Source: an optimization exercise on an open RTL-to-GDS flow (aim: small area, a short achievable clock period and few clock cycles per item). Production flows keep margins and buffers that such runs may drop.
Function was checked by simulation only, so behaviour that the tests miss may differ from the original.
No activity file was given, so power comes from the tool's default toggle rates.

<file path="config.mk">
export PLATFORM = sky130hd
export DESIGN_NAME = peer_table_replay_filter_top
export DESIGN_NICKNAME = peer_table_replay_filter_top
export VERILOG_FILES = /design/flow/design.v
export SDC_FILE = /design/flow/constraint.sdc
export NUM_CORES = 4
export LEC_CHECK = 0
export ABC_AREA = 1
export CAP_MARGIN = 20
export CORE_MARGIN = 2
export CORE_UTILIZATION = 50
export CTS_BUF_LIST = sky130_fd_sc_hd__clkbuf_8
export SETUP_SLACK_MARGIN = 2.5
export SLEW_MARGIN = 20
</file>
<file path="constraint.sdc">
create_clock -name core_clock -period 5.0 [get_ports {clock}]
set_input_delay 1.0000 -clock core_clock [delete_from_list [all_inputs] [get_ports {clock}]]
set_output_delay 1.0000 -clock core_clock [all_outputs]
set_load 0.01 [all_outputs]
</file>
<file path="design.v">
`timescale 1ns / 1ps
`default_nettype none
package ptrf_pkg;
   localparam int PEER_SLOTS_DEFAULT = 8;
   localparam int MODE_W   = 2;
   localparam int MAC_W    = 48;
   localparam int MEMBER_W = 8;
   localparam int SEQ_W    = 32;
   localparam int STATUS_W = 3;
   localparam int SLOT_W   = 3;
   localparam logic [MODE_W-1:0] MODE_LEARN  = 2'd0;
   localparam logic [MODE_W-1:0] MODE_ACCEPT = 2'd1;
   localparam logic [MODE_W-1:0] MODE_LOOKUP = 2'd2;
   localparam logic [MODE_W-1:0] MODE_CLEAR  = 2'd3;
   localparam logic [STATUS_W-1:0] STATUS_OK          = 3'd0;
   localparam logic [STATUS_W-1:0] STATUS_MAC_REFUSED = 3'd1;
   localparam logic [STATUS_W-1:0] STATUS_UNKNOWN     = 3'd2;
   localparam logic [STATUS_W-1:0] STATUS_FULL        = 3'd3;
   localparam logic [STATUS_W-1:0] STATUS_STALE       = 3'd4;
   localparam logic [STATUS_W-1:0] STATUS_NO_MATCH    = 3'd5;
   typedef struct packed {
      logic                valid;
      logic [MAC_W-1:0]    mac;
      logic [MEMBER_W-1:0] member;
      logic [SEQ_W-1:0]    seq;
   } entry_type;
   typedef struct packed {
      logic mac_en;
      logic seq_en;
      logic set_valid;
      logic clear_all;
   } wr_type;
   typedef struct packed {
      logic mac_eq;
      logic member_eq;
      logic seq_le;
   } match_type;
endpackage
`default_nettype wire
`timescale 1ns / 1ps
`default_nettype none
module ptrf_match (
   input  logic [ptrf_pkg::MAC_W-1:0]    slot_mac,
   input  logic [ptrf_pkg::MEMBER_W-1:0] slot_member,
   input  logic [ptrf_pkg::MAC_W-1:0]    op_mac,
   input  logic [ptrf_pkg::MEMBER_W-1:0] op_member,
   output logic                          mac_eq,
   output logic                          member_eq
);
   assign mac_eq    = (slot_mac == op_mac);
   assign member_eq = (slot_member == op_member);
endmodule
module ptrf_seq_cmp (
   input  logic [ptrf_pkg::SEQ_W-1:0] q,
   input  logic [ptrf_pkg::SEQ_W-1:0] t,
   output logic                       lt_hi,
   output logic                       eq_hi,
   output logic                       le_lo
);
   localparam int H = ptrf_pkg::SEQ_W / 2;
   assign lt_hi = (q[ptrf_pkg::SEQ_W-1:H] <  t[ptrf_pkg::SEQ_W-1:H]);
   assign eq_hi = (q[ptrf_pkg::SEQ_W-1:H] == t[ptrf_pkg::SEQ_W-1:H]);
   assign le_lo = (q[H-1:0] <= t[H-1:0]);
endmodule
`default_nettype wire
`timescale 1ns / 1ps
`default_nettype none
module ptrf_store #(
   parameter int PEER_SLOTS = ptrf_pkg::PEER_SLOTS_DEFAULT
) (
   input  logic                                     clock,
   input  logic                                     reset,
   input  logic                                     clear_all,
   input  logic [PEER_SLOTS-1:0]                    id_we,
   input  logic [PEER_SLOTS-1:0]                    set_valid,
   input  logic [ptrf_pkg::MAC_W-1:0]               wr_mac,
   input  logic [ptrf_pkg::MEMBER_W-1:0]            wr_member,
   input  logic [PEER_SLOTS-1:0]                    seq_we,
   input  logic [ptrf_pkg::SEQ_W-1:0]               wr_seq,
   output logic [PEER_SLOTS-1:0]                    valid,
   output logic [PEER_SLOTS*ptrf_pkg::MAC_W-1:0]    mac,
   output logic [PEER_SLOTS*ptrf_pkg::MEMBER_W-1:0] member,
   output logic [PEER_SLOTS*ptrf_pkg::SEQ_W-1:0]    seq
);
   logic [ptrf_pkg::SEQ_W-1:0] seq_d;
   logic [PEER_SLOTS-1:0]      seq_en;
   assign seq_d  = reset ? '0 : wr_seq;
   assign seq_en = seq_we | {PEER_SLOTS{reset}};
   always_ff @(posedge clock) begin
      if (reset) begin
         valid <= '0;
      end else if (clear_all) begin
         valid <= '0;
      end else begin
         valid <= valid | set_valid;
      end
   end
   for (genvar s = 0; s < PEER_SLOTS; s++) begin : g_slot
      always_ff @(posedge clock) begin
         if (id_we[s]) begin
            mac[s*ptrf_pkg::MAC_W +: ptrf_pkg::MAC_W]          <= wr_mac;
            member[s*ptrf_pkg::MEMBER_W +: ptrf_pkg::MEMBER_W] <= wr_member;
         end
         if (seq_en[s]) begin
            seq[s*ptrf_pkg::SEQ_W +: ptrf_pkg::SEQ_W] <= seq_d;
         end
      end
   end
endmodule
`default_nettype wire
`timescale 1ns / 1ps
`default_nettype none
module peer_table_replay_filter_top #(
   parameter int PEER_SLOTS = ptrf_pkg::PEER_SLOTS_DEFAULT
) (
   input  logic                          clock,
   input  logic                          reset,
   input  logic                          csr_write_enable,
   input  logic                          csr_write_data,
   input  logic                          req_valid,
   output logic                          req_stall,
   input  logic [ptrf_pkg::MODE_W-1:0]   req_mode,
   input  logic [ptrf_pkg::MAC_W-1:0]    req_peer_mac,
   input  logic [ptrf_pkg::MEMBER_W-1:0] req_member_id,
   input  logic [ptrf_pkg::SEQ_W-1:0]    req_sequence_req,
   input  logic                          req_reset_window,
   output logic                          rsp_valid,
   input  logic                          rsp_stall,
   output logic [ptrf_pkg::STATUS_W-1:0] rsp_status,
   output logic                          rsp_found,
   output logic [ptrf_pkg::SLOT_W-1:0]   rsp_slot,
   output logic [ptrf_pkg::MAC_W-1:0]    rsp_found_mac
);
   localparam int N      = PEER_SLOTS;
   localparam int MAC_W  = ptrf_pkg::MAC_W;
   localparam int MEM_W  = ptrf_pkg::MEMBER_W;
   localparam int SEQ_W  = ptrf_pkg::SEQ_W;
   localparam int SLOT_W = ptrf_pkg::SLOT_W;
   function automatic logic [N-1:0] lowest(input logic [N-1:0] v);
      logic [N-1:0] r;
      logic         seen;
      r    = '0;
      seen = 1'b0;
      for (int i = 0; i < N; i++) begin
         r[i] = v[i] && !seen;
         seen = seen || v[i];
      end
      lowest = r;
   endfunction
   function automatic logic [SLOT_W-1:0] encode(input logic [N-1:0] oh);
      logic [SLOT_W-1:0] r;
      r = '0;
      for (int i = 0; i < N; i++) begin
         if (oh[i]) r = r | SLOT_W'(i);
      end
      encode = r;
   endfunction
   logic                 provisioned_ff;
   logic                 b_vld_ff;
   logic [1:0]           b_mode_ff;
   logic [MAC_W-1:0]     b_mac_ff;
   logic [MEM_W-1:0]     b_member_ff;
   logic [SEQ_W-1:0]     b_seq_ff;
   logic                 b_rst_ff;
   logic [N-1:0]         b_vdm_ff;
   logic [N-1:0]         b_vdk_ff;
   logic [N-1:0]         b_vdl_ff;
   logic                 b_fwm_ff;
   logic                 b_fwk_ff;
   logic                 b_fwl_ff;
   logic [N-1:0]         b_lastwe_ff;
   logic [N-1:0]         b_prevwe_ff;
   logic                 b_fpm_ff;
   logic                 b_fpk_ff;
   logic                 b_fpl_ff;
   logic [N-1:0]         pw_we_ff;
   logic [MAC_W-1:0]     pw_mac_ff;
   logic [MEM_W-1:0]     pw_member_ff;
   logic                 c_vld_ff;
   logic                 c_acc_ff;
   logic                 c_lkp_ff;
   logic [N-1:0]         c_hit_ff;
   logic [SEQ_W-1:0]     c_seq_ff;
   logic                 c_rst_ff;
   logic [2:0]           c_status_ff;
   logic                 c_found_ff;
   logic [SLOT_W-1:0]    c_slot_ff;
   logic                 rsp_valid_ff;
   logic                 full_ff;
   logic [1:0]           rsp_status_ff;
   logic                 o_pa_ff, o_pb_ff, o_pc_ff, o_st2_ff, o_acc_ff;
   logic                 rsp_found_ff;
   logic [SLOT_W-1:0]    rsp_slot_ff;
   logic [MAC_W-1:0]     rsp_mac_ff;
   logic                 sw_first_ff;
   logic [N-1:0]         sw_hit_ff;
   logic [SEQ_W-1:0]     sw_seq_ff;
   logic out_free, c_free, b_adv, b_free;
   assign out_free  = !rsp_valid_ff || !rsp_stall;
   assign c_free    = !c_vld_ff || out_free;
   assign b_adv     = b_vld_ff && c_free;
   assign b_free    = !b_vld_ff || c_free;
   assign req_stall = full_ff && rsp_stall;
   logic [N-1:0]         t_valid;
   logic [N*MAC_W-1:0]   t_mac;
   logic [N*MEM_W-1:0]   t_member;
   logic [N*SEQ_W-1:0]   t_seq;
   logic                 clear_all;
   logic [N-1:0]         id_we, set_valid, seq_we;
   ptrf_store #(.PEER_SLOTS(N)) u_store (
      .clock       (clock),
      .reset       (reset),
      .clear_all   (clear_all),
      .id_we       (pw_we_ff),
      .set_valid   (set_valid),
      .wr_mac      (pw_mac_ff),
      .wr_member   (pw_member_ff),
      .seq_we      (seq_we),
      .wr_seq      (sw_seq_ff),
      .valid       (t_valid),
      .mac         (t_mac),
      .member      (t_member),
      .seq         (t_seq)
   );
   logic [N-1:0] in_meq, in_keq;
   logic         in_fwm, in_fwk, in_fpm, in_fpk;
   for (genvar s = 0; s < N; s++) begin : g_match
      ptrf_match u_match (
         .slot_mac    (t_mac[s*MAC_W +: MAC_W]),
         .slot_member (t_member[s*MEM_W +: MEM_W]),
         .op_mac      (req_peer_mac),
         .op_member   (req_member_id),
         .mac_eq      (in_meq[s]),
         .member_eq   (in_keq[s])
      );
   end
   ptrf_match u_match_fw (
      .slot_mac    (b_mac_ff),
      .slot_member (b_member_ff),
      .op_mac      (req_peer_mac),
      .op_member   (req_member_id),
      .mac_eq      (in_fwm),
      .member_eq   (in_fwk)
   );
   ptrf_match u_match_fp (
      .slot_mac    (pw_mac_ff),
      .slot_member (pw_member_ff),
      .op_mac      (req_peer_mac),
      .op_member   (req_member_id),
      .mac_eq      (in_fpm),
      .member_eq   (in_fpk)
   );
   logic [N-1:0] mac_hit, mem_hit;
   logic [N-1:0] learn_hit;
   logic [N-1:0] in_vdm, in_vdk;
   logic         clr_now;
   assign clr_now = b_adv && (b_mode_ff == ptrf_pkg::MODE_CLEAR);
   assign in_vdm  = (t_valid & in_meq) & {N{!clr_now}};
   assign in_vdk  = (t_valid & in_keq) & {N{!clr_now}};
   always_comb begin
      for (int s = 0; s < N; s++) begin
         mac_hit[s]   = b_lastwe_ff[s] ? b_fwm_ff : b_prevwe_ff[s] ? b_fpm_ff : b_vdm_ff[s];
         mem_hit[s]   = b_lastwe_ff[s] ? b_fwk_ff : b_prevwe_ff[s] ? b_fpk_ff : b_vdk_ff[s];
         learn_hit[s] = b_lastwe_ff[s] ? b_fwl_ff : b_prevwe_ff[s] ? b_fpl_ff : b_vdl_ff[s];
      end
   end
   logic [N-1:0]      learn_oh, free_oh, mac_oh, mem_oh;
   logic              learn_found, refused;
   logic [N-1:0]      b_we, b_set, b_hit;
   logic              b_clear, b_acc, b_lkp, b_found;
   logic [2:0]        b_status;
   logic [SLOT_W-1:0] b_slot;
   always_comb begin
      learn_oh    = lowest(learn_hit);
      free_oh     = lowest(~t_valid);
      mac_oh      = lowest(mac_hit);
      mem_oh      = lowest(mem_hit);
      learn_found = |learn_hit;
      refused     = provisioned_ff && !(|(learn_oh & mac_hit));
      b_we     = '0;
      b_set    = '0;
      b_hit    = '0;
      b_clear  = 1'b0;
      b_acc    = 1'b0;
      b_lkp    = 1'b0;
      b_found  = 1'b0;
      b_status = ptrf_pkg::STATUS_OK;
      b_slot   = '0;
      case (b_mode_ff)
         ptrf_pkg::MODE_LEARN: begin
            if (learn_found) begin
               b_found = 1'b1;
               b_slot  = encode(learn_oh);
               if (refused) begin
                  b_status = ptrf_pkg::STATUS_MAC_REFUSED;
               end else begin
                  b_we = learn_oh;
               end
            end else if (provisioned_ff) begin
               b_status = ptrf_pkg::STATUS_UNKNOWN;
            end else if (|free_oh) begin
               b_found = 1'b1;
               b_slot  = encode(free_oh);
               b_we    = free_oh;
               b_set   = free_oh;
            end else begin
               b_status = ptrf_pkg::STATUS_FULL;
            end
         end
         ptrf_pkg::MODE_ACCEPT: begin
            if (|mac_hit) begin
               b_found = 1'b1;
               b_acc   = 1'b1;
               b_hit   = mac_oh;
               b_slot  = encode(mac_oh);
            end else begin
               b_status = ptrf_pkg::STATUS_NO_MATCH;
            end
         end
         ptrf_pkg::MODE_LOOKUP: begin
            if (|mem_hit) begin
               b_found = 1'b1;
               b_lkp   = 1'b1;
               b_hit   = mem_oh;
               b_slot  = encode(mem_oh);
            end else begin
               b_status = ptrf_pkg::STATUS_NO_MATCH;
            end
         end
         default: begin
            b_clear = 1'b1;
         end
      endcase
   end
   assign id_we     = b_adv ? b_we  : '0;
   assign set_valid = b_adv ? b_set : '0;
   assign clear_all = b_adv && b_clear;
   logic [SEQ_W-1:0] cur_seq;
   logic [MAC_W-1:0] hit_mac;
   logic             t_lt_hi, t_eq_hi, t_le_lo;
   logic             f_lt_hi, f_eq_hi, f_le_lo;
   logic             o_stale, o_write, fwd;
   logic             c_accnr;
   always_comb begin
      cur_seq = '0;
      hit_mac = '0;
      for (int s = 0; s < N; s++) begin
         if (c_hit_ff[s])             cur_seq = cur_seq | t_seq[s*SEQ_W +: SEQ_W];
         if (c_hit_ff[s] && c_lkp_ff) hit_mac = hit_mac | t_mac[s*MAC_W +: MAC_W];
      end
   end
   ptrf_seq_cmp u_cmp_tab (
      .q     (c_seq_ff),
      .t     (cur_seq),
      .lt_hi (t_lt_hi),
      .eq_hi (t_eq_hi),
      .le_lo (t_le_lo)
   );
   ptrf_seq_cmp u_cmp_fwd (
      .q     (c_seq_ff),
      .t     (sw_seq_ff),
      .lt_hi (f_lt_hi),
      .eq_hi (f_eq_hi),
      .le_lo (f_le_lo)
   );
   assign o_stale = o_pa_ff || (o_pb_ff && o_pc_ff);
   assign o_write = sw_first_ff && o_acc_ff && !o_stale;
   assign fwd     = o_write && |(sw_hit_ff & c_hit_ff);
   assign c_accnr = c_acc_ff && !c_rst_ff;
   assign seq_we = o_write ? sw_hit_ff : '0;
   always_ff @(posedge clock) begin
      if (reset) begin
         provisioned_ff <= 1'b0;
         b_vld_ff       <= 1'b0;
         c_vld_ff       <= 1'b0;
         rsp_valid_ff   <= 1'b0;
         full_ff        <= 1'b0;
         sw_first_ff    <= 1'b0;
         pw_we_ff       <= '0;
      end else begin
         full_ff <= (b_free ? req_valid : b_vld_ff) &&
                    (c_free ? b_vld_ff : c_vld_ff) &&
                    (out_free ? c_vld_ff : rsp_valid_ff);
         sw_first_ff <= c_vld_ff && out_free;
         pw_we_ff   <= id_we;
         if (csr_write_enable) provisioned_ff <= csr_write_data;
         if (b_free)   b_vld_ff     <= req_valid;
         if (c_free)   c_vld_ff     <= b_vld_ff;
         if (out_free) rsp_valid_ff <= c_vld_ff;
      end
   end
   always_ff @(posedge clock) begin
      if (b_free) begin
         b_mode_ff   <= req_mode;
         b_mac_ff    <= req_peer_mac;
         b_member_ff <= req_member_id;
         b_seq_ff    <= req_sequence_req;
         b_rst_ff    <= req_reset_window;
         b_vdm_ff    <= in_vdm;
         b_vdk_ff    <= in_vdk;
         b_vdl_ff    <= in_vdm | in_vdk;
         b_fwm_ff    <= in_fwm;
         b_fwk_ff    <= in_fwk;
         b_fwl_ff    <= in_fwm || in_fwk;
         b_lastwe_ff <= id_we;
         b_prevwe_ff <= pw_we_ff & {N{!clr_now}};
         b_fpm_ff    <= in_fpm;
         b_fpk_ff    <= in_fpk;
         b_fpl_ff    <= in_fpm || in_fpk;
      end
      if (b_adv) begin
         c_acc_ff    <= b_acc;
         c_lkp_ff    <= b_lkp;
         c_hit_ff    <= b_hit;
         c_seq_ff    <= b_seq_ff;
         c_rst_ff    <= b_rst_ff;
         c_status_ff <= b_status;
         c_found_ff  <= b_found;
         c_slot_ff   <= b_slot;
      end
      pw_mac_ff    <= b_mac_ff;
      pw_member_ff <= b_member_ff;
      sw_hit_ff <= c_hit_ff;
      sw_seq_ff <= c_seq_ff;
      if (out_free && c_vld_ff) begin
         rsp_status_ff <= c_acc_ff ? 2'b00 : c_status_ff[1:0];
         o_st2_ff      <= !c_acc_ff && c_status_ff[2];
         o_acc_ff      <= c_acc_ff;
         o_pa_ff       <= c_accnr && (fwd ? f_lt_hi : t_lt_hi);
         o_pb_ff       <= c_accnr && (fwd ? f_eq_hi : t_eq_hi);
         o_pc_ff       <= fwd ? f_le_lo : t_le_lo;
         rsp_found_ff  <= c_found_ff;
         rsp_slot_ff   <= c_slot_ff;
         rsp_mac_ff    <= hit_mac;
      end
   end
   assign rsp_valid     = rsp_valid_ff;
   assign rsp_status    = {o_st2_ff || o_stale, rsp_status_ff};
   assign rsp_found     = rsp_found_ff;
   assign rsp_slot      = rsp_slot_ff;
   assign rsp_found_mac = rsp_mac_ff;
endmodule
`default_nettype wire
</file>
<file path="run.sh">
#!/bin/bash
# synth_recipe.tcl (not shown) runs the flow's synth.tcl, then flattens the netlist and writes it again
# the make line also repeats each setting of config.mk as NAME=value (left out here)
make -C /OpenROAD-flow-scripts/flow DESIGN_CONFIG=/design/flow/config.mk WORK_HOME=/design/flow/orfs CLKGATE_MAP_FILE= SYNTH_SCRIPT=/design/flow/synth_recipe.tcl finish
</file>
==> results of run 1 <==
## registers in the layout, summed over array words and instances (netlist names), 32 cells and up
register        flops
b_mac_ff           48
b_seq_ff           32
c_seq_ff           32
pw_mac_ff          48
rsp_mac_ff         48
sw_seq_ff          32
u_store.mac       384
u_store.member     64
u_store.seq       256
## routing by layer
metal / part of all wire / vias up
met5: 0.00054 / -
met4: 0.073 / 14
met3: 0.13 / 681
met2: 0.42 / 2862
met1: 0.38 / 16980
li1: - / 14510
## Yosys cell counts (6+ instances only)
library cell,instances
sky130_fd_sc_hd__a21o_1,11
sky130_fd_sc_hd__nor2_1,186
sky130_fd_sc_hd__ha_1,69
sky130_fd_sc_hd__o21a_1,6
sky130_fd_sc_hd__nor4_1,39
sky130_fd_sc_hd__a21bo_2,19
sky130_fd_sc_hd__buf_2,71
sky130_fd_sc_hd__nand3b_1,7
sky130_fd_sc_hd__xnor2_1,127
sky130_fd_sc_hd__nor3b_1,8
sky130_fd_sc_hd__a21oi_1,129
sky130_fd_sc_hd__dfxtp_1,118
sky130_fd_sc_hd__nand3_1,132
sky130_fd_sc_hd__o2111ai_1,25
sky130_fd_sc_hd__o21ai_1,7
sky130_fd_sc_hd__inv_2,9
sky130_fd_sc_hd__nand3_2,8
sky130_fd_sc_hd__edfxtp_1,950
sky130_fd_sc_hd__nand2_1,475
sky130_fd_sc_hd__o22ai_1,219
sky130_fd_sc_hd__nand4_1,58
sky130_fd_sc_hd__clkbuf_1,74
sky130_fd_sc_hd__inv_1,424
sky130_fd_sc_hd__xor2_1,58
sky130_fd_sc_hd__nand2_2,10
sky130_fd_sc_hd__o21ai_0,168
sky130_fd_sc_hd__a21oi_2,8
sky130_fd_sc_hd__clkinv_1,7
sky130_fd_sc_hd__nor3_1,27
sky130_fd_sc_hd__a221oi_1,154
sky130_fd_sc_hd__o211ai_1,23
sky130_fd_sc_hd__a211oi_1,7
sky130_fd_sc_hd__a31oi_1,13
sky130_fd_sc_hd__o221ai_1,17
sky130_fd_sc_hd__or2_2,25
## what timing repair did
| item | CTS | global route |
|---|---|---|
| gates cloned | 1 | 0 |
| setup buffers | 52 | 25 |
| setup endpoints to repair | 389 | 107 |
| resized for setup | 382 | 94 |
| pin swaps | 23 | 13 |
## worst min path at each step
stage / endpoint / slack, ns / cells after the start
floorplan: sw_hit_ff[3]$_DFF_P_ / 0.35 / 0
global placement: sw_seq_ff[0]$_DFF_P_ / 0.37 / 0
detailed placement: sw_seq_ff[0]$_DFF_P_ / 0.37 / 0
CTS: sw_seq_ff[0]$_DFF_P_ / 0.37 / 0
global route: sw_seq_ff[0]$_DFF_P_ / 0.37 / 0
finish: sw_seq_ff[0]$_DFF_P_ / 0.37 / 0
## final cells by class
cell class,count,area [um^2]
inverters,441,1792
repair buffers,357,3019
multi-input cells,2079,13340
flip-flops and latches,1068,30910
well taps,1176,1471
clock buffers,179,2464
clock inverters,133,852.1
fillers,7421,36430
diodes,5,12.51
## power groups by stage
stage,registers (mW),clock network (mW),logic [mW]
2_1_floorplan,10.3,0,0.653
3_3_place_gp,10.3,0,1.22
3_5_place_dp,10.3,0,1.22
4_1_cts,10.1,7.44,1.31
5_1_grt,10.2,7.83,1.44
6_report,10.1,7.36,1.39
## kinds of logic after synthesis
| logic type | count (synthesis) | share of synthesized area |
|---|---|---|
| AOI/OAI and AO/OA | 822 | 0.1192 |
| buffers and inverters | 594 | 0.05110 |
| xor gates and xnor gates | 185 | 0.03544 |
| and+or+nand+nor | 1003 | 0.09965 |
| adders and majority gates | 69 | 0.01889 |
| DFF | 1068 | 0.6757 |
## stage by stage
step / worst slack [ns] / cells / hold WS [ns] / power [mW]
after floorplan: 1.287 / 3741 / 0.3462 / 10.91
after CTS: 2.043 / 5407 / 0.3698 / 18.89
after global placement: 0.8054 / 5042 / 0.3659 / 11.55
after global routing: 1.812 / 5434 / 0.3734 / 19.43
final: 2.042 / 5438 / 0.3668 / 18.90
after detailed placement: 0.8434 / 5042 / 0.3650 / 11.56
==> results.ini, run 1 <==
[run_status]
status=finished clean

[setup_path]
end_kind=flop
critical_path.reg2reg.startpoint=c_hit_ff[0]$_DFFE_PP_
startpoint=c_hit_ff[0]$_DFFE_PP_
worst_ep_arrival_ns=3.61
critical_path_cell_count=17
cp-start-kind=flop
cp-endpoint=o_pc_ff$_DFFE_PP_
critPathMaxFanout=14
critPathMostFrequentCell=sky130_fd_sc_hd__nand3_1
cp_data_required_time_ns=5.65
critical-path-max-stage-delay_ns=0.42
worst_r2r_endpoint=o_pc_ff$_DFFE_PP_
critical_path.top_delay_family=compound AO/OA/AOI/OAI gates
worst_path_max_delay_cell=sky130_fd_sc_hd__edfxtp_1
worstPathCellList=buf_12 -> buf_6 -> nand2_1 -> nand3_1 -> a221oi_2 -> a21bo_2 -> a221oi_4 -> ha_4 -> a21oi_1 -> nor2_1 -> a211oi_2 -> o21ai_0 -> nand3_1 -> nand3_1 -> nand3_1 -> nand2_2 -> inv_1
critical_path.n_buffers_inverters=3
r2r_cell_count=17
path_class=reg2reg
register_to_register_setup_slack_ns=2.04

[grt]
grt_util_met3=0.1237
grtUsageMet1=0.5456
grt_first_pass_wirelength_mm=263.1
grt_max_degree=55
grt_busiest_layer=met2
grtUsageMet2=0.5880
antenna_found_initial=15
grt_use_total=0.4089
number_of_global_route_vias_before_repair=33090
grt_remaining_overflow=0

[synthesis]
netlist.area_leader.share=0.6240
post_synth_edffs=950
ys_warn_count=2
synth_area_um2=45720
ys_async_sr_fraction=0
yosys-top-cells-area=sky130_fd_sc_hd__edfxtp_1 62%, sky130_fd_sc_hd__dfxtp_1 5.2%, sky130_fd_sc_hd__nand2_1 3.9%
synth_seq_area_share=0.6757
post_synth.cell_area_avg_um2=12.22
yosysTopAreaCell=sky130_fd_sc_hd__edfxtp_1
synth.ff_latch_count=1068
synthesis.nets=3907
primary_flip_flop_cell_chosen_by_synthesis_mapping=sky130_fd_sc_hd__edfxtp_1
post_synth_inst_count=3741
number_of_library_cell_types_mapped_by_synthesis=62

[placed_design]
gp_routability_congestion=1.183
hpwl_mm=141.0
port_buffers=153
placed_cell_area_um2=49160

[power]
worst_ir_drop_vdd_mv=0.2595
p_comb_frac=0.074
p_clk_frac=0.390
p_seq_frac=0.537
p_int_mw=14.17
p_sw_mw=4.737
power.density_nw_per_um2=351.0
swShare=0.2506
p_leak_nw=20.50

[sta]
maxSlewViolCount=0
setup_repair_after_global_routing_missed_its_margin=yes
setup-tns-final_ns=0
post-route-period-util=0.5917
clock_skew_ns=0.05094
period_minus_slack_ns=2.959
max_freq_mhz=338.0
number_of_setup_violations_in_the_final_report=0
slew-limit-headroom=0.1750
final_hold_viol_count=0
timing_worst_slew_pin_value_ns=1.238

[clock_network]
worstSkewPairLatency_ns=0.92
cts_hold_buf=0
ctsHtreeMaxLevel=4
clock_sink_count=1068
tritoncts_clock_tree=done
clock_path_buffers=3
clkSlewWorstSetupHoldPaths_ns=0.06
root_buffer=sky130_fd_sc_hd__clkbuf_8
cts_inserted_buffers=171

[worst_hold_path]
min-delay-path-class=reg2reg
holdCritStartpoint=c_seq_ff[0]$_DFFE_PP_

[routing]
detailedRoute.firstIterationViolations=5828
vias_per_cell=6.446
postRouteWirelength_mm=192.9
drt_drc_violations_left=0
route.detailed.wl_per_inst_um=35.48
dr.pass1.iters=7
dr_total_vias=35050
route.antenna.remaining_nets=0

[die]
floorplan.core_area_um2=90290
fp.dieW_um=306.4
ios=154
starting_density_of_the_core=0.5063
row_count=110
chipHeight_um=306.4
fp.dieArea_um2=93870

[layout]
postLayoutCellArea_um2=53860
layout_commonest_cell=sky130_fd_sc_hd__edfxtp_1
post_route_cells_drive_above_1_share=0.1832
mostFrequentLayoutCells=950 x sky130_fd_sc_hd__edfxtp_1, 457 x sky130_fd_sc_hd__nand2_1, 438 x sky130_fd_sc_hd__inv_1
area_growth_syn_to_layout_pct=17.81
num-nets-final=4284
finalCoreUtilization=0.5965

[job]
maxCapViolCount=0

Testbench counts, summed over its fixed seeds: cycles 6,448, requests 6,400.
==> inputs of run 2 (changes only) <==
--- a/config.mk
+++ b/config.mk
@@ -5,10 +5,9 @@
 export SDC_FILE = /design/flow/constraint.sdc
 export NUM_CORES = 4
 export LEC_CHECK = 0
-export ABC_AREA = 1
 export CAP_MARGIN = 20
 export CORE_MARGIN = 2
 export CORE_UTILIZATION = 50
 export CTS_BUF_LIST = sky130_fd_sc_hd__clkbuf_8
-export SETUP_SLACK_MARGIN = 2.5
+export SETUP_SLACK_MARGIN = 2.3
 export SLEW_MARGIN = 20
==> run 2 against run 1 <==
Effect of this change: highest routed layer unchanged; still clean; clock skew decreased by 0.012 ns; critical endpoint is now b_vdl_ff[6]$_DFFE_PN_; via count decreased by 17%; area after synthesis decreased by 3.1%.
==> results.ini, run 2 <==
[synthesis]
yosysTopAreaCell=sky130_fd_sc_hd__edfxtp_1
post_synth_edffs=950
ys_warn_count=2
primary_flip_flop_cell_chosen_by_synthesis_mapping=sky130_fd_sc_hd__edfxtp_1
ys_top_cells_by_count=950 x sky130_fd_sc_hd__edfxtp_1, 332 x sky130_fd_sc_hd__a22oi_1, 300 x sky130_fd_sc_hd__xor2_1, 193 x sky130_fd_sc_hd__xnor2_1, 133 x sky130_fd_sc_hd__nand4_1
synthesis.nets=3121
ys_async_sr_fraction=0
synth_area_um2=44290
yosys-top-cells-area=sky130_fd_sc_hd__edfxtp_1 64%, sky130_fd_sc_hd__xor2_1 5.9%, sky130_fd_sc_hd__a22oi_1 5.6%
post_synth.cell_area_avg_um2=14.99
number_of_library_cell_types_mapped_by_synthesis=69
synth_seq_area_share=0.6974
synthMostInstantiatedCell=sky130_fd_sc_hd__edfxtp_1
post_synth_inst_count=2955
netlist.area_leader.share=0.6441
synth.ff_latch_count=1068

[routing]
dr.pass1.iters=5
route.detailed.wl_per_inst_um=34.17
dr_total_vias=29040
postRouteWirelength_mm=158.2
route.antenna.remaining_nets=0
detailedRoute.firstIterationViolations=3747
vias_per_cell=6.271
drt_drc_violations_left=0

[die]
floorplan.core_area_um2=88100
fp.dieArea_um2=90980
row_count=109
chipHeight_um=301.6
fp.dieW_um=301.6
ios=154
starting_density_of_the_core=0.5027

[job]
maxCapViolCount=0

[sta]
final.setup.worst_slack_ns=2.147
timing_worst_slew_pin_value_ns=1.047
post-route-period-util=0.5706
max_freq_mhz=350.5
final_hold_viol_count=0
clock_skew_ns=0.03899
period_minus_slack_ns=2.853
number_of_setup_violations_in_the_final_report=0
slew-limit-headroom=0.2957
maxSlewViolCount=0
setup-tns-final_ns=0
setup_repair_after_global_routing_missed_its_margin=yes

[grt]
number_of_global_route_vias_before_repair=28310
antenna_found_initial=9
grt_remaining_overflow=0
grt_use_total=0.3449
grt_max_degree=57
grt_first_pass_wirelength_mm=216.7

[worst_hold_path]
holdCritStartpoint=c_seq_ff[0]$_DFFE_PP_
min-delay-path-class=reg2reg

[setup_path]
worst_path_max_delay_cell=sky130_fd_sc_hd__xnor2_1
worstPathCellList=clkdlybuf4s15_1 -> xnor2_1 -> nand4_1 -> nor4_1 -> buf_4 -> nand4_1 -> buf_4 -> o21bai_1
critical_path.top_delay_family=buffers and inverters
worst_ep_arrival_ns=3.55
critical_path.n_buffers_inverters=3
cp_data_required_time_ns=5.70
cp-start-kind=input pin
path_class=in2reg
critPathMaxFanout=11
startpoint=req_peer_mac[25]
critical_path.reg2reg.startpoint=b_fpl_ff$_DFFE_PN_
end_kind=flop
critical-path-max-stage-delay_ns=0.81

[clock_network]
worstSkewPairLatency_ns=0.87
cts_inserted_buffers=174
clock_sink_count=1068
tritoncts_clock_tree=done
clock_path_buffers=3
ctsHtreeMaxLevel=4
root_buffer=sky130_fd_sc_hd__clkbuf_8
clkSlewWorstSetupHoldPaths_ns=0.06
cts_hold_buf=0

[power]
p_leak_nw=18.64
worst_ir_drop_vdd_mv=0.2513
power.density_nw_per_um2=361.2

[layout]
finalCoreUtilization=0.5974
area_growth_syn_to_layout_pct=18.82
max_ffs_per_register=384
post_route_cells_drive_above_1_share=0.1707
biggestRegsByFlops=u_store.mac x384, u_store.seq x256, u_store.member x64
layout_commonest_cell=sky130_fd_sc_hd__edfxtp_1
top_register=u_store.mac
mostFrequentLayoutCells=950 x sky130_fd_sc_hd__edfxtp_1, 306 x sky130_fd_sc_hd__a22oi_1, 297 x sky130_fd_sc_hd__xor2_1
num-nets-final=3472
postLayoutCellArea_um2=52630
stdcell_count=4631

[placed_design]
dpl.cell_count=4232
gp_routability_congestion=1.069
placed_cell_area_um2=47620
preCtsSetupSlack_ns=0.7509
port_buffers=153
hpwl_mm=108.7

[run_status]
status=finished clean

## run 2: cell count changes after synthesis, sizes merged, moves of 136 or more
cell   change
nand2    -424
o21ai    -136
o22ai    -191
inv      -343
xor2     +242
a22oi    +332
## run 2: path summary, 6_finish.rpt
check | end | slack (ns) | depth (start not counted)
worst max register to register | pw_we_ff[2]$_SDFF_PP0_ | 2.29 | 8
worst max-delay path | b_vdl_ff[6]$_DFFE_PN_ | 2.15 | 8
worst min register to register | sw_seq_ff[0]$_DFF_P_ | 0.38 | 0
worst min-delay path | sw_seq_ff[0]$_DFF_P_ | 0.38 | 0
## run 2: per-stage QoR
| stage | power, mW | hold WS, ns |
|---|---|---|
| global placement | 11.45 | 0.3712 |
| global route | 19.57 | 0.3894 |
| CTS | 19.03 | 0.3780 |
| detailed placement | 11.47 | 0.3743 |
| floorplan | 10.84 | 0.3462 |
| finish | 19.01 | 0.3794 |
## run 2: layout make-up
cell class | instances | area [um^2]
fillers | 6901 | 35470
flip-flops and latches | 1068 | 30900
multi-input cells | 1654 | 13450
repair buffers | 317 | 2954
clock buffers | 194 | 2670
well taps | 1165 | 1458
clock inverters | 132 | 817.0
inverters | 91 | 349.1
diodes | 10 | 25.02
## run 2: routing by layer
layer,wire (um),part of all wire,vias to the layer above,track usage
met3,14190,0.090,303,0.08169
met2,73420,0.46,1631,0.5370
li1,-,-,12230,-
met1,63320,0.40,14870,0.4616
met5,42,0.00027,-,0
met4,7256,0.046,6,0.1564
## run 2: cells by family after synthesis
group / count (synthesis) / share of synthesized area
AOI/OAI and AO/OA: 546 / 0.08975
xor gates and xnor gates: 493 / 0.09749
adders and majority gates: 70 / 0.01972
buffers and inverters: 233 / 0.02003
DFF: 1068 / 0.6974
muxes: 33 / 0.007768
and+or+nand+nor: 512 / 0.06785
## run 2: what timing repair did
item | CTS | global route
setup endpoints to repair | 137 | 57
pin swaps | 26 | 49
gates resized for setup | 193 | 124
cloned | 4 | 0
buffers inserted | 27 | 32
## run 2: report_power, final
| part | total [mW] | switching, mW | leakage (nW) | internal, mW |
|---|---|---|---|---|
| logic | 1.29 | 0.847 | 6.44 | 0.445 |
| registers | 10.1 | 0.159 | 10.2 | 9.96 |
| clock network | 7.60 | 3.56 | 2.03 | 4.04 |
==> inputs of run 3 (changes only) <==
--- a/config.mk
+++ b/config.mk
@@ -9,5 +9,5 @@
 export CORE_MARGIN = 2
 export CORE_UTILIZATION = 50
 export CTS_BUF_LIST = sky130_fd_sc_hd__clkbuf_8
-export SETUP_SLACK_MARGIN = 2.3
+export SETUP_SLACK_MARGIN = 2.7
 export SLEW_MARGIN = 20
==> run 3 against run 2 <==
Effect of this change: clock power is 2% lower; still clean on timing, DRC and antenna; combinational power is 11% higher; critical endpoint is now o_pc_ff$_DFFE_PP_; die area stayed put.
==> results.ini, run 3 <==
[clock_network]
worstSkewPairLatency_ns=0.88
ctsHtreeMaxLevel=4
root_buffer=sky130_fd_sc_hd__clkbuf_8
clkSlewWorstSetupHoldPaths_ns=0.06
clock_path_buffers=3
clock_sink_count=1068
cts_inserted_buffers=170
tritoncts_clock_tree=done

[layout]
stdcell_count=4716
top_register=u_store.mac
mostFrequentLayoutCells=950 x sky130_fd_sc_hd__edfxtp_1, 292 x sky130_fd_sc_hd__a22oi_1, 280 x sky130_fd_sc_hd__xor2_1
postLayoutCellArea_um2=54530
multi_input_area_um2=14680
biggestRegsByFlops=u_store.mac x384, u_store.seq x256, u_store.member x64
finalCoreUtilization=0.6190
num-nets-final=3561
post_route_cells_drive_above_1_share=0.2591
layout.filler_cells=6681
layout_commonest_cell=sky130_fd_sc_hd__edfxtp_1
seq_area_um2=30910
max_ffs_per_register=384
area_growth_syn_to_layout_pct=23.12

[sta]
maxSlewViolCount=0
post-route-period-util=0.5435
setup-tns-final_ns=0
max_freq_mhz=368.0
timing_worst_slew_pin_value_ns=1.213
final.setup.worst_slack_ns=2.283
slew-limit-headroom=0.1911
hold-worst-slack_ns=0.3736
setup_repair_after_global_routing_missed_its_margin=yes
clock_skew_ns=0.02641
period_minus_slack_ns=2.717
final_hold_viol_count=0
number_of_setup_violations_in_the_final_report=0

[synthesis]
synthMostInstantiatedCell=sky130_fd_sc_hd__edfxtp_1
post_synth_inst_count=2955
yosysTopAreaCell=sky130_fd_sc_hd__edfxtp_1
post_synth.cell_area_avg_um2=14.99
synth_seq_area_share=0.6974
synth_area_um2=44290
ys_async_sr_fraction=0
ys_warn_count=2
post_synth_edffs=950
ys_top_cells_by_count=950 x sky130_fd_sc_hd__edfxtp_1, 332 x sky130_fd_sc_hd__a22oi_1, 300 x sky130_fd_sc_hd__xor2_1, 193 x sky130_fd_sc_hd__xnor2_1, 133 x sky130_fd_sc_hd__nand4_1
synthesis.nets=3121
netlist.area_leader.share=0.6441
primary_flip_flop_cell_chosen_by_synthesis_mapping=sky130_fd_sc_hd__edfxtp_1
synth.ff_latch_count=1068
number_of_library_cell_types_mapped_by_synthesis=69
yosys-top-cells-area=sky130_fd_sc_hd__edfxtp_1 64%, sky130_fd_sc_hd__xor2_1 5.9%, sky130_fd_sc_hd__a22oi_1 5.6%

[worst_hold_path]
holdCritStartpoint=c_seq_ff[0]$_DFFE_PP_
min-delay-path-class=reg2reg

[routing]
dr.pass1.iters=6
route.detailed.wl_per_inst_um=35.94
dr_total_vias=29730
vias_per_cell=6.304
drt_drc_violations_left=0
postRouteWirelength_mm=169.5
detailedRoute.firstIterationViolations=3914
route.antenna.remaining_nets=0

[placed_design]
gp_routability_congestion=1.059
port_buffers=153
preCtsSetupSlack_ns=0.5087
placed_cell_area_um2=47540
hpwl_mm=109.7
dpl.cell_count=4212

[die]
fp.dieW_um=301.6
floorplan.core_area_um2=88100
ios=154
row_count=109
fp.dieArea_um2=90980
chipHeight_um=301.6
starting_density_of_the_core=0.5027

[job]
maxCapViolCount=0

[power]
worst_ir_drop_vdd_mv=0.2742
p_total_mw=18.99
power.density_nw_per_um2=348.3
p_leak_nw=19.40

[grt]
number_of_global_route_vias_before_repair=29140
grt_use_total=0.3690
grt_remaining_overflow=0
grt_first_pass_wirelength_mm=229.3
antenna_found_initial=11
grt_max_degree=64

[setup_path]
startpoint=c_hit_ff[4]$_DFFE_PP_
end_kind=flop
worst_ep_arrival_ns=3.44
cp-start-kind=flop
path_class=reg2reg
critPathMaxFanout=7
cp_data_required_time_ns=5.72
critical_path.reg2reg.startpoint=c_hit_ff[4]$_DFFE_PP_

[run_status]
status=finished clean

[run 3: path summary, 6_finish.rpt]
check                         endpoint  slack [ns]  cells past startpoint
setup / recovery     o_pc_ff$_DFFE_PP_        2.28                     11
hold reg to reg   sw_seq_ff[0]$_DFF_P_        0.37                      0
setup reg to reg     o_pc_ff$_DFFE_PP_        2.28                     11
hold / removal    sw_seq_ff[0]$_DFF_P_        0.37                      0
[run 3: logic make-up (layout without fill, tap and decap cells)]
family | Yosys count | count (layout) | synth area share
adders and majority gates | 70 | 70 | 0.01972
DFF | 1068 | 1068 | 0.6974
xor gates and xnor gates | 493 | 493 | 0.09749
buffers and inverters | 233 | 811 | 0.02003
other | 0 | 8 | 0
and+or+nand+nor | 512 | 522 | 0.06785
muxes | 33 | 33 | 0.007768
AOI/OAI and AO/OA | 546 | 546 | 0.08975
[run 3: critical path: stages (launching register included)]
cell,delay [ns]
sky130_fd_sc_hd__edfxtp_1,0.43
sky130_fd_sc_hd__buf_12,0.16
sky130_fd_sc_hd__buf_12,0.14
sky130_fd_sc_hd__a22oi_2,0.15
sky130_fd_sc_hd__and4_4,0.28
sky130_fd_sc_hd__ha_4,0.21
sky130_fd_sc_hd__a21o_1,0.15
sky130_fd_sc_hd__a21o_1,0.17
sky130_fd_sc_hd__a221oi_2,0.27
sky130_fd_sc_hd__o221ai_1,0.15
sky130_fd_sc_hd__a32oi_1,0.23
sky130_fd_sc_hd__buf_4,0.22
[run 3: area by class of cell]
class                   count  share of cell area
flip-flops and latches   1068              0.5667
multi-input cells        1664              0.2692
clock inverters           133             0.01505
repair buffers            400             0.06787
well taps                1165             0.02673
diodes                      8           0.0003671
clock buffers             187             0.04719
inverters                  91            0.006837
[run 3: metal layers]
metal | part of all wire | up-vias | track usage
li1 | - | 12390 | -
met1 | 0.39 | 15150 | 0.4886
met3 | 0.097 | 403 | 0.09027
met2 | 0.46 | 1770 | 0.5704
met4 | 0.054 | 10 | 0.1842
met5 | 0.00038 | - | 0
[run 3: power breakdown]
| group | switching (mW) | total (mW) | leakage, nW | internal, mW |
|---|---|---|---|---|
| clock | 3.55 | 7.44 | 1.98 | 3.88 |
| combinational | 0.933 | 1.43 | 7.26 | 0.501 |
| sequential | 0.165 | 10.1 | 10.2 | 9.96 |
[run 3: repair_timing]
item | 4_1_cts | 5_1_grt
pin swaps | 127 | 65
cloned | 12 | 5
gates resized for setup | 700 | 152
setup buffers | 114 | 45
endpoints found under the setup margin | 181 | 120
hold buffers | 0 | 0
hold endpoints to repair | 0 | 0
==> inputs of run 4 (changes only) <==
--- a/config.mk
+++ b/config.mk
@@ -9,5 +9,5 @@
 export CORE_MARGIN = 2
 export CORE_UTILIZATION = 50
 export CTS_BUF_LIST = sky130_fd_sc_hd__clkbuf_8
-export SETUP_SLACK_MARGIN = 2.7
+export SETUP_SLACK_MARGIN = 2.5
 export SLEW_MARGIN = 20
==> run 4 against run 3 <==
Effect of this change: design area is 2.2% lower; hold slack better by 0.0092 ns; combinational power fell by 7%; die area did not move; sequential power barely moved; register-to-register slack gained 0.07 ns; critical path depth decreased by 8; clock-buffer cell count is 14 higher; fmax rose by 1.3%; synthesized cell count unchanged; utilization down 1.4 points.
==> results.ini, run 4 <==
[sta]
number_of_setup_violations_in_the_final_report=0
maxSlewViolCount=0
post-route-period-util=0.5365
period_minus_slack_ns=2.683
slew-limit-headroom=0.2054
timing_worst_slew_pin_value_ns=1.192
clock_skew_ns=0.03657
max_freq_mhz=372.8
final_hold_viol_count=0
setup-tns-final_ns=0
setup_repair_after_global_routing_missed_its_margin=yes

[worst_hold_path]
min_delay_worst_endpoint=sw_seq_ff[0]$_DFF_P_
holdCritStartpoint=c_seq_ff[0]$_DFFE_PP_
min-delay-path-class=reg2reg
holdPathStages=0

[routing]
dr.pass1.iters=6
vias_per_cell=6.262
dr_total_vias=29180
detailedRoute.firstIterationViolations=3649
route.antenna.remaining_nets=0
route.detailed.wl_per_inst_um=34.19
drt_drc_violations_left=0
postRouteWirelength_mm=159.3

[synthesis]
number_of_library_cell_types_mapped_by_synthesis=69
synth.ff_latch_count=1068
synthMostInstantiatedCell=sky130_fd_sc_hd__edfxtp_1
yosysTopAreaCell=sky130_fd_sc_hd__edfxtp_1
synth_area_um2=44290
post_synth_inst_count=2955
ys_async_sr_fraction=0
ys_top_cells_by_count=950 x sky130_fd_sc_hd__edfxtp_1, 332 x sky130_fd_sc_hd__a22oi_1, 300 x sky130_fd_sc_hd__xor2_1, 193 x sky130_fd_sc_hd__xnor2_1, 133 x sky130_fd_sc_hd__nand4_1
netlist.area_leader.share=0.6441
yosys-top-cells-area=sky130_fd_sc_hd__edfxtp_1 64%, sky130_fd_sc_hd__xor2_1 5.9%, sky130_fd_sc_hd__a22oi_1 5.6%
post_synth.cell_area_avg_um2=14.99
ys_warn_count=2
primary_flip_flop_cell_chosen_by_synthesis_mapping=sky130_fd_sc_hd__edfxtp_1
post_synth_edffs=950
synth_seq_area_share=0.6974
synthesis.nets=3121

[power]
worst_ir_drop_vdd_mv=0.3134
p_clk_frac=0.394
p_total_mw=18.89
p_seq_frac=0.536
p_comb_frac=0.070
p_sw_mw=4.503
power.density_nw_per_um2=354.3
swShare=0.2383
p_int_mw=14.39
p_leak_nw=18.98

[setup_path]
critical_path.top_delay_family=flip-flops
worst_ep_arrival_ns=1.68
worst_path_max_delay_cell=sky130_fd_sc_hd__edfxtp_1
critPathMaxFanout=2
worst_r2r_endpoint=o_pc_ff$_DFFE_PP_
critical_path.n_buffers_inverters=1
critical_path.reg2reg.startpoint=c_hit_ff[5]$_DFFE_PP_
end_kind=output port
worstPathCellList=a21oi_4 -> nand2b_1 -> buf_2
register_to_register_setup_slack_ns=2.35
r2r_cell_count=11
critical-path-max-stage-delay_ns=0.41
cp_data_required_time_ns=4.00
cp-start-kind=flop
path_class=reg2out

[die]
floorplan.core_area_um2=88100
row_count=109
fp.dieW_um=301.6
fp.dieArea_um2=90980
starting_density_of_the_core=0.5027
chipHeight_um=301.6
ios=154

[clock_network]
worstSkewPairLatency_ns=0.87
clock_path_buffers=3
cts_inserted_buffers=172
clkSlewWorstSetupHoldPaths_ns=0.06
ctsHtreeMaxLevel=4
cts_hold_buf=0
clock_sink_count=1068
root_buffer=sky130_fd_sc_hd__clkbuf_8
tritoncts_clock_tree=done

[run_status]
status=finished clean

[layout]
num-nets-final=3513
area_growth_syn_to_layout_pct=20.40
layout_commonest_cell=sky130_fd_sc_hd__edfxtp_1
top_register=u_store.mac
biggestRegsByFlops=u_store.mac x384, u_store.seq x256, u_store.member x64
max_ffs_per_register=384
post_route_cells_drive_above_1_share=0.2196
mostFrequentLayoutCells=950 x sky130_fd_sc_hd__edfxtp_1, 306 x sky130_fd_sc_hd__a22oi_1, 286 x sky130_fd_sc_hd__xor2_1

[placed_design]
hpwl_mm=108.7
port_buffers=153
gp_routability_congestion=1.006

[grt]
number_of_global_route_vias_before_repair=28030
grt_remaining_overflow=0
antenna_found_initial=6
grt_first_pass_wirelength_mm=217.1
grt_max_degree=95
grt_use_total=0.3456

[job]
maxCapViolCount=0

## run 4: cell counts after synthesis
Identical to the previous run, type by type.
## run 4: how the worst max path moves through the flow
stage	from	to	slack (ns)	cells past startpoint
finish	o_pc_ff$_DFFE_PP_	rsp_status[2]	2.32	3
global route	c_hit_ff[5]$_DFFE_PP_	o_pc_ff$_DFFE_PP_	2.20	11
CTS	o_pc_ff$_DFFE_PP_	rsp_status[2]	2.24	3
detailed placement	req_peer_mac[11]	b_vdl_ff[3]$_DFFE_PN_	0.86	7
global placement	req_peer_mac[4]	b_fwl_ff$_DFFE_PN_	0.78	7
floorplan	rsp_stall	b_vdl_ff[5]$_DFFE_PN_	1.68	7
## run 4: area by class of cell
cell class | instances | area, um^2
multi-input combinational | 1654 | 14040
fill | 6709 | 34780
clock inverter | 118 | 661.9
inverter | 91 | 367.9
sequential | 1068 | 30900
tap | 1165 | 1458
antenna | 3 | 7.507
timing repair buffer | 360 | 3123
clock buffer | 201 | 2766
## run 4: kinds of logic (layout without fill, tap and decap cells)
family                   after synthesis  after routing  share of synthesized area
XOR/XNOR                             493            493                    0.09749
adder cells (fa/ha/maj)               70             70                    0.01972
multiplexers                          33             33                   0.007768
other                                  0              3                          0
AND/OR/NAND/NOR                      512            512                    0.06785
buffers and inverters                233            770                    0.02003
AO/OA/AOI/OAI                        546            546                    0.08975
flip-flops                          1068           1068                     0.6974
## run 4: timing repair
action / CTS / global route
gates resized for setup: 451 / 199
cloned: 0 / 4
setup buffers: 56 / 60
pin swaps: 42 / 76
endpoints found under the setup margin: 413 / 50
## run 4: per-stage QoR
stage	setup WS, ns	cells	cell area, um^2	hold slack (ns)	utilization
after global routing	2.202	4658	53320	0.3979	0.6052
after floorplan	1.685	2955	44370	0.3462	-
after detailed placement	0.8591	4218	47520	0.3738	0.5393
after global placement	0.7794	4218	47510	0.3641	0.5393
final	2.317	4660	53330	0.3828	0.6053
after CTS	2.240	4593	52000	0.3863	0.5902
## run 4: per-layer routing
layer  global-route usage  vias up  wire (um)
li1                     -    12280          -
met1               0.4693    14890      63390
met2               0.5371     1662      73480
met3              0.08350      344      15000
met4               0.1403        8       7360
met5                    0        -         66
## run 4: power by group through the flow
stage	clock network (mW)	registers, mW	logic, mW
final	7.44	10.1	1.33
after global routing	7.92	10.1	1.38
after CTS	7.55	10.1	1.24
after detailed placement	0	10.3	1.16
after global placement	0	10.3	1.16
after floorplan	0	10.2	0.596

[static timing again, ports no longer ideal]
No port has a modelled driver above. Below, the same layouts with a new extraction and two added sets of constraints.
Step 1 sets driving cells, clkbuf_16 on the clock port and buf_2 on the other inputs (assumed; they add their load-dependent delay and slew).
Step 2 also shifts input and output timing later by t, the mid clock arrival at the registers, as if the neighbouring blocks saw the same clock.
Slacks: no drivers / after step 1 / after step 2; pairs: no drivers / after step 1.
| run | shift t [ns] | setup slack, ns | clock arrival spread, ns |
|---|---|---|---|
| run 1 | 0.963 | 2.041 / 2.041 / 1.482 | 0.051 / 0.051 |
| run 2 | 0.918 | 2.147 / 2.190 / 1.271 | 0.042 / 0.043 |
| run 3 | 0.933 | 2.283 / 2.241 / 1.678 | 0.030 / 0.030 |
| run 4 | 0.917 | 2.317 / 2.249 / 1.492 | 0.039 / 0.038 |
After both steps setup and hold are still met in every run listed. The setup slack of run 2, which loses most, moves by +0.043 ns with the drivers and by -0.876 ns with both steps.
